Context: an optimization exercise on an open-source flow, tuned for small area and few clock cycles. The choices shown serve that exercise and are no tape-out recipe.
Function was checked by simulation only, so behaviour that the tests miss may differ from the original.
No activity file was given, so power comes from the tool's default toggle rates.

## zinc
Design morse_key_timing_decoder, start of the top module:
module morse_key_timing_decoder (
  input  logic        clk_i,
  input  logic        rst_ni,
  input  logic        in_valid_i,
  output logic        in_stall_o,
  input  logic [1:0]  func_i,
  input  logic [23:0] duration_us_i,
  output logic        out_valid_o,
  input  logic        out_stall_i,
  output logic [6:0]  character_o,
  output logic        unmatched_o,
  output logic        end_of_message_o,
  output logic        last_o,
  input  logic        cfg_valid_i,
  output logic        cfg_ready_o,
  input  logic [1:0]  cfg_index_i,
  input  logic [23:0] cfg_data_i
);
  localparam logic [23:0] DOT_TIME_RST  = 24'd1000000;
  localparam logic [23:0] DASH_TIME_RST = 24'd3000000;
  localparam logic [23:0] LENIENCY_RST  = 24'd500000;
  logic [23:0] dot_time_q, dash_time_q, leniency_q;
  logic        in_accept, full, pop, win1, win2, wr;
  logic [6:0]  entry;
  assign cfg_ready_o = 1'b1;
  always_ff @(posedge clk_i or negedge rst_ni) begin
    if (!rst_ni) begin
      dot_time_q  <= DOT_TIME_RST;
      dash_time_q <= DASH_TIME_RST;
      leniency_q  <= LENIENCY_RST;
    end else if (cfg_valid_i) begin
      case (cfg_index_i)
        2'd0: dot_time_q  <= cfg_data_i;
        2'd1: dash_time_q <= cfg_data_i;
        2'd2: leniency_q  <= cfg_data_i;
        default: ;
      endcase
    end
  end
  assign in_stall_o = full && !pop && !func_i[0];
  assign in_accept  = in_valid_i && !in_stall_o;
  mktd_classify u_classify (
    .press_i     (func_i == 2'd0),
    .duration_i  (duration_us_i),
    .dot_time_i  (dot_time_q),
    .dash_time_i (dash_time_q),
    .leniency_i  (leniency_q),
    .win1_o      (win1),
    .win2_o      (win2)
  );
  mktd_decode u_decode (
    .clk_i   (clk_i),
    .rst_ni  (rst_ni),
    .valid_i (in_accept),
    .func_i  (func_i),
  ...
Size in the first run: roughly 900 cells after synthesis, about 9300 µm² of cells after synthesis.
==> flow/config.mk <==
export PLATFORM = sky130hd
export DESIGN_NAME = morse_key_timing_decoder
export DESIGN_NICKNAME = morse_key_timing_decoder
export VERILOG_FILES = /design/flow/design.v
export SDC_FILE = /design/flow/constraint.sdc
export NUM_CORES = 4
export LEC_CHECK = 0
export CAP_MARGIN = 20
export CORE_MARGIN = 2
export CORE_UTILIZATION = 70
export SLEW_MARGIN = 20
==> flow/constraint.sdc <==
create_clock -name core_clock -period 10.0 [get_ports {clk_i}]
set_input_delay 2.0000 -clock core_clock [delete_from_list [all_inputs] [get_ports {clk_i}]]
set_output_delay 2.0000 -clock core_clock [all_outputs]
set_load 0.01 [all_outputs]
run.sh (not shown) runs the stock make flow with config.mk's settings and CLKGATE_MAP_FILE= SYNTH_SCRIPT=/design/flow/synth_recipe.tcl, a recipe that flattens the netlist after the stock synthesis.
zinc finished every stage and its layout cleared the timing, DRC and antenna checks.
Testbench counts of zinc, summed over its fixed seeds: cycles 21,393.
Inputs modified between zinc and willow:
Settings: ABC_AREA now 1, previously not set; CORE_UTILIZATION now 40, was 70.
--- outcome ---
- When willow is set beside zinc, its overall routed net length turns out to be about 11% smaller.
- willow — half-perimeter wire length after detailed placement 1000 µm lower, zinc as reference
- From zinc to willow, number of synthesized flops with an enable pin did not move at all.
- Wire length of the first global-routing pass (zinc / willow): 1.08
- In the metrics for willow and zinc, the one carrying the lower cell area is zinc.
- Lower utilization goes to willow over zinc.
- Per the comparison of willow with zinc, first-iteration DRC count decreased by 30% relative to the old numbers, via count normalized by instance count decreased by 27% relative to the old numbers, count of multi-input gates increased by 20% relative to the old numbers.
- u_result_fifo.mem_q[0][2] as the capturing instance or port of the critical path was reported by willow, and u_result_fifo.mem_q[1][4] by zinc.
- When willow is measured against zinc, its final worst setup slack turns out 22 ps higher.
The inputs of raven differ from those of willow as listed below.
Settings: a deleted ABC_AREA that had been 1.
### Flow results
Summary: with willow as the reference, post-layout instance count excluding filler cells in raven moved down by more than 10%. Summary of raven over willow: post-route total power moved up, parity-gate share of the synthesized area counting xor and xnor cells essentially unchanged.
Input changes introduced in yarrow (baseline for comparison: raven):
==> flow/flow/run.sh (new file) <==
#!/bin/bash
# Standard layout, with the port buffers made of the smallest buffer cell.
set -euo pipefail
export BUFFER_PORTS_ARGS="-buffer_cell sky130_fd_sc_hd__buf_1"
bash standard.sh > flow_make.log 2>&1
==> flow/standard.sh (new file) <==
#!/bin/bash
# synth_recipe.tcl (not shown) runs the flow's synth.tcl, then flattens the netlist and writes it again
# the make line also repeats each setting of config.mk as NAME=value (left out here)
make -C /OpenROAD-flow-scripts/flow DESIGN_CONFIG=/design/flow/config.mk WORK_HOME=/design/flow/orfs CLKGATE_MAP_FILE= SYNTH_SCRIPT=/design/flow/synth_recipe.tcl "${@:-finish}"
removed: flow/run.sh
Findings:
yarrow: no failed stages, no open violations at the end. Between yarrow and raven, the minimum setup slack in the final design is higher for yarrow. raven has a lower worst hold slack than yarrow. Relative to raven, fraction of standard cell area that is sequential has increased by 0.96 points in yarrow. Diff yarrow and raven: combinational share of power higher in raven. On global-route usage, yarrow tracks raven almost exactly. Status: share of final layout cell area taken by clock buffers and inverters parity (yarrow, raven). Re met3 global-route usage: yarrow is 0.66 points down on raven. Compared raven against yarrow; global-route met2 utilization within noise. Cell area ended up 3.9% lower on yarrow than on raven.

* * *

## pepper
Another version of the RTL of morse_key_timing_decoder (not shown whole).
Size in the first run: about 910 cells after synthesis.
clock: 10.0 ns
lec_check: 0
cap_margin: 20
core_margin: 2
core_utilization: 65
slew_margin: 20
standard.sh (not shown) runs the stock make flow with config.mk's settings and CLKGATE_MAP_FILE= SYNTH_SCRIPT=/design/flow/synth_recipe.tcl, a recipe that flattens the netlist after the stock synthesis.
==> flow/flow/run.sh <==
#!/bin/bash
# Standard layout with three changes:
#  - the port buffers are the smallest buffer cell;
#  - the clock tree has no dummy loads;
#  - after the standard synthesis, some cells become smaller ones of the same
#    function where the netlist allows (flow/netfix.py).
set -euo pipefail
export BUFFER_PORTS_ARGS="-buffer_cell sky130_fd_sc_hd__buf_1"
export CTS_ARGS="-sink_clustering_enable -repair_clock_nets -dont_use_dummy_load -root_buf sky130_fd_sc_hd__clkbuf_8 -buf_list sky130_fd_sc_hd__clkbuf_4"
RESULTS=orfs/results/${FLOW_PLATFORM:-sky130hd}/morse_key_timing_decoder/base
bash standard.sh synth > flow_synth.log 2>&1
python3 flow/netfix.py "$RESULTS/1_2_yosys.v" > flow_netfix.log 2>&1
touch "$RESULTS/1_2_yosys.v"
bash standard.sh > flow_make.log 2>&1
Other scripts of this flow, unchanged in this note and not shown: flow/flow/netfix.py
Testbench counts of pepper, summed over its fixed seeds: cycles 21,145.
Relative to pepper, the following input files were edited for fjord:
Settings: CORE_UTILIZATION changed from 65 to 40.
--- a/flow/flow/run.sh
+++ b/flow/flow/run.sh
@@ -9 +9 @@
-export CTS_ARGS="-sink_clustering_enable -repair_clock_nets -dont_use_dummy_load -root_buf sky130_fd_sc_hd__clkbuf_8 -buf_list sky130_fd_sc_hd__clkbuf_4"
+export CTS_ARGS="-sink_clustering_enable -repair_clock_nets -dont_use_dummy_load -buf_list sky130_fd_sc_hd__clkbuf_8"
[summary]
Fraction of met1 tracks used by global routing in fjord vs pepper: down 15 points
Looking at critical path depth, fjord sits above pepper.
Cmp fjord vs pepper: overall power lower in fjord
pepper -> fjord: synthesized area delta 0, exact match
fjord ended with more final hold slack than pepper.
## Diff of input files: juniper against fjord
Settings: CORE_UTILIZATION now 65, was 40.
## What came out
- juniper vs fjord: global-route met3 utilization up in juniper
- Relative to fjord, cell area has decreased by 1.4% in juniper.
- fjord -> juniper: clock network contribution to total cell area flat
- | total length of routed met3 wires | higher: juniper |
- After synthesis and placement, the instance count of juniper is below that of fjord.
- Compared with fjord, juniper shows a sequential share of layout area that is 0.38 points higher.

* * *

Setup of JK:
Starting RTL as in the previous note.
Settings: LEC_CHECK=0, CAP_MARGIN=20, CORE_MARGIN=2, CORE_UTILIZATION=40, CTS_BUF_LIST=sky130_fd_sc_hd__clkbuf_8, SLEW_MARGIN=20; clock period 10.0 ns.
==> flow/flow/run.sh <==
#!/bin/bash
# Standard layout, with the port buffers made of the smallest buffer cell.
set -euo pipefail
export BUFFER_PORTS_ARGS="-buffer_cell sky130_fd_sc_hd__buf_1"
bash standard.sh > flow_make.log 2>&1
JK has completed all stages; timing, DRC and antenna checks passed.
Testbench counts of JK, summed over its fixed seeds: cycles 21,145.
Input changes introduced in MS (baseline for comparison: JK):
- removing CTS_BUF_LIST (formerly sky130_fd_sc_hd__clkbuf_8)
==> flow/run.sh (new file) <==
#!/bin/bash
# synth_recipe.tcl (not shown) runs the flow's synth.tcl, then flattens the netlist and writes it again
# the make line also repeats each setting of config.mk as NAME=value (left out here)
make -C /OpenROAD-flow-scripts/flow DESIGN_CONFIG=/design/flow/config.mk WORK_HOME=/design/flow/orfs CLKGATE_MAP_FILE= SYNTH_SCRIPT=/design/flow/synth_recipe.tcl finish
removed: flow/flow/run.sh
removed: flow/standard.sh
Findings:
Compared with JK, MS shows last weighted congestion value of the routability-driven placer that has gone down slightly.
Post-route worst setup slack: MS vs JK down 790 ps
Looking at half-perimeter wire length after detailed placement, MS sits 0.70% below JK.
Ratio of final minimum period to clock period delta for MS relative to JK: 7.9 points higher
Number of clock-tree buffers in the layout for MS: 1 up relative to JK
MS and JK ended up with nearly the same total wire length.
Maximum cell stage delay along the critical path, MS and JK: larger value in JK
The inputs of AL differ from those of MS as listed below.
==> flow/flow/run.sh (new file) <==
#!/bin/bash
# Standard layout, with the port buffers made of the smallest buffer cell and
# a clock tree of clkbuf_8 leaves under a clkbuf_16 root, without dummy loads.
set -euo pipefail
export BUFFER_PORTS_ARGS="-buffer_cell sky130_fd_sc_hd__buf_1"
export CTS_ARGS="-sink_clustering_enable -repair_clock_nets -dont_use_dummy_load -root_buf sky130_fd_sc_hd__clkbuf_16 -buf_list sky130_fd_sc_hd__clkbuf_8"
bash standard.sh > flow_make.log 2>&1
==> flow/standard.sh (new file) <==
#!/bin/bash
# synth_recipe.tcl (not shown) runs the flow's synth.tcl, then flattens the netlist and writes it again
# the make line also repeats each setting of config.mk as NAME=value (left out here)
make -C /OpenROAD-flow-scripts/flow DESIGN_CONFIG=/design/flow/config.mk WORK_HOME=/design/flow/orfs CLKGATE_MAP_FILE= SYNTH_SCRIPT=/design/flow/synth_recipe.tcl "${@:-finish}"
removed: flow/run.sh
Findings:
Comparing least setup slack across all paths after layout for MS and AL, the smaller number came from MS. Comparing MS and AL, the lower area growth from synthesis to final layout was measured on AL. Power came out lower on AL than on MS. Side by side, maximum frequency turned out higher in AL than in MS. AL vs. MS: final non-filler cell total fell by 7, number of cells on the critical path ~0 delta, part of the power in the clock network shrank by 2.1 points, global-route usage dropped 0.18 points. In terms of wire length reported by the detailed router, MS and AL differ only marginally.
For TR, these inputs were changed with respect to AL:
==> flow/flow/run.sh <==
#!/bin/bash
# Standard layout, with the port buffers made of the smallest buffer cell.
set -euo pipefail
export BUFFER_PORTS_ARGS="-buffer_cell sky130_fd_sc_hd__buf_1"
bash standard.sh > flow_make.log 2>&1
Notes after the runs:
In TR relative to AL, number of vias per cell after detailed routing had gone up slightly.
Compared with AL, TR shows a higher core utilization.
Wire length of TR is on par with AL.

## re-timing with driven ports
No port has a modelled driver above. Below, the same layouts with a new extraction and two added sets of constraints. Step 1, drivers: a clkbuf_16 drives clk_i and a buf_2 each remaining input, both assumed. Step 2 moves the port delays by t, midway between the first and last clock arrival at a register: inputs arrive t later, outputs are due t later. That takes back most of the time a late clock gives input paths. Three values: ideal ports, drivers, drivers and shift; two values: the first two.
run	t (ns)	setup slack, ns	worst slew at a driven data input, ns
zinc	0.398	2.880 / 2.894 / 2.496	0.07
willow	0.399	2.903 / 2.922 / 2.523	0.05
raven	0.407	2.626 / 2.644 / 2.237	0.04
yarrow	0.410	3.040 / 3.060 / 2.650	0.04
pepper	0.414	1.526 / 1.494 / 1.494	0.04
fjord	0.430	1.633 / 1.599 / 1.599	0.07
juniper	0.414	1.526 / 1.494 / 1.494	0.04
JK	0.440	1.413 / 1.378 / 1.378	0.04
MS	0.405	0.619 / 0.584 / 0.584	0.05
AL	0.402	1.378 / 1.342 / 1.342	0.04
TR	0.413	1.406 / 1.371 / 1.371	0.04
After both steps every run listed still meets setup and hold. For yarrow, which loses most, drivers alone change the setup slack by +0.020 ns; drivers and shift together by -0.390 ns.
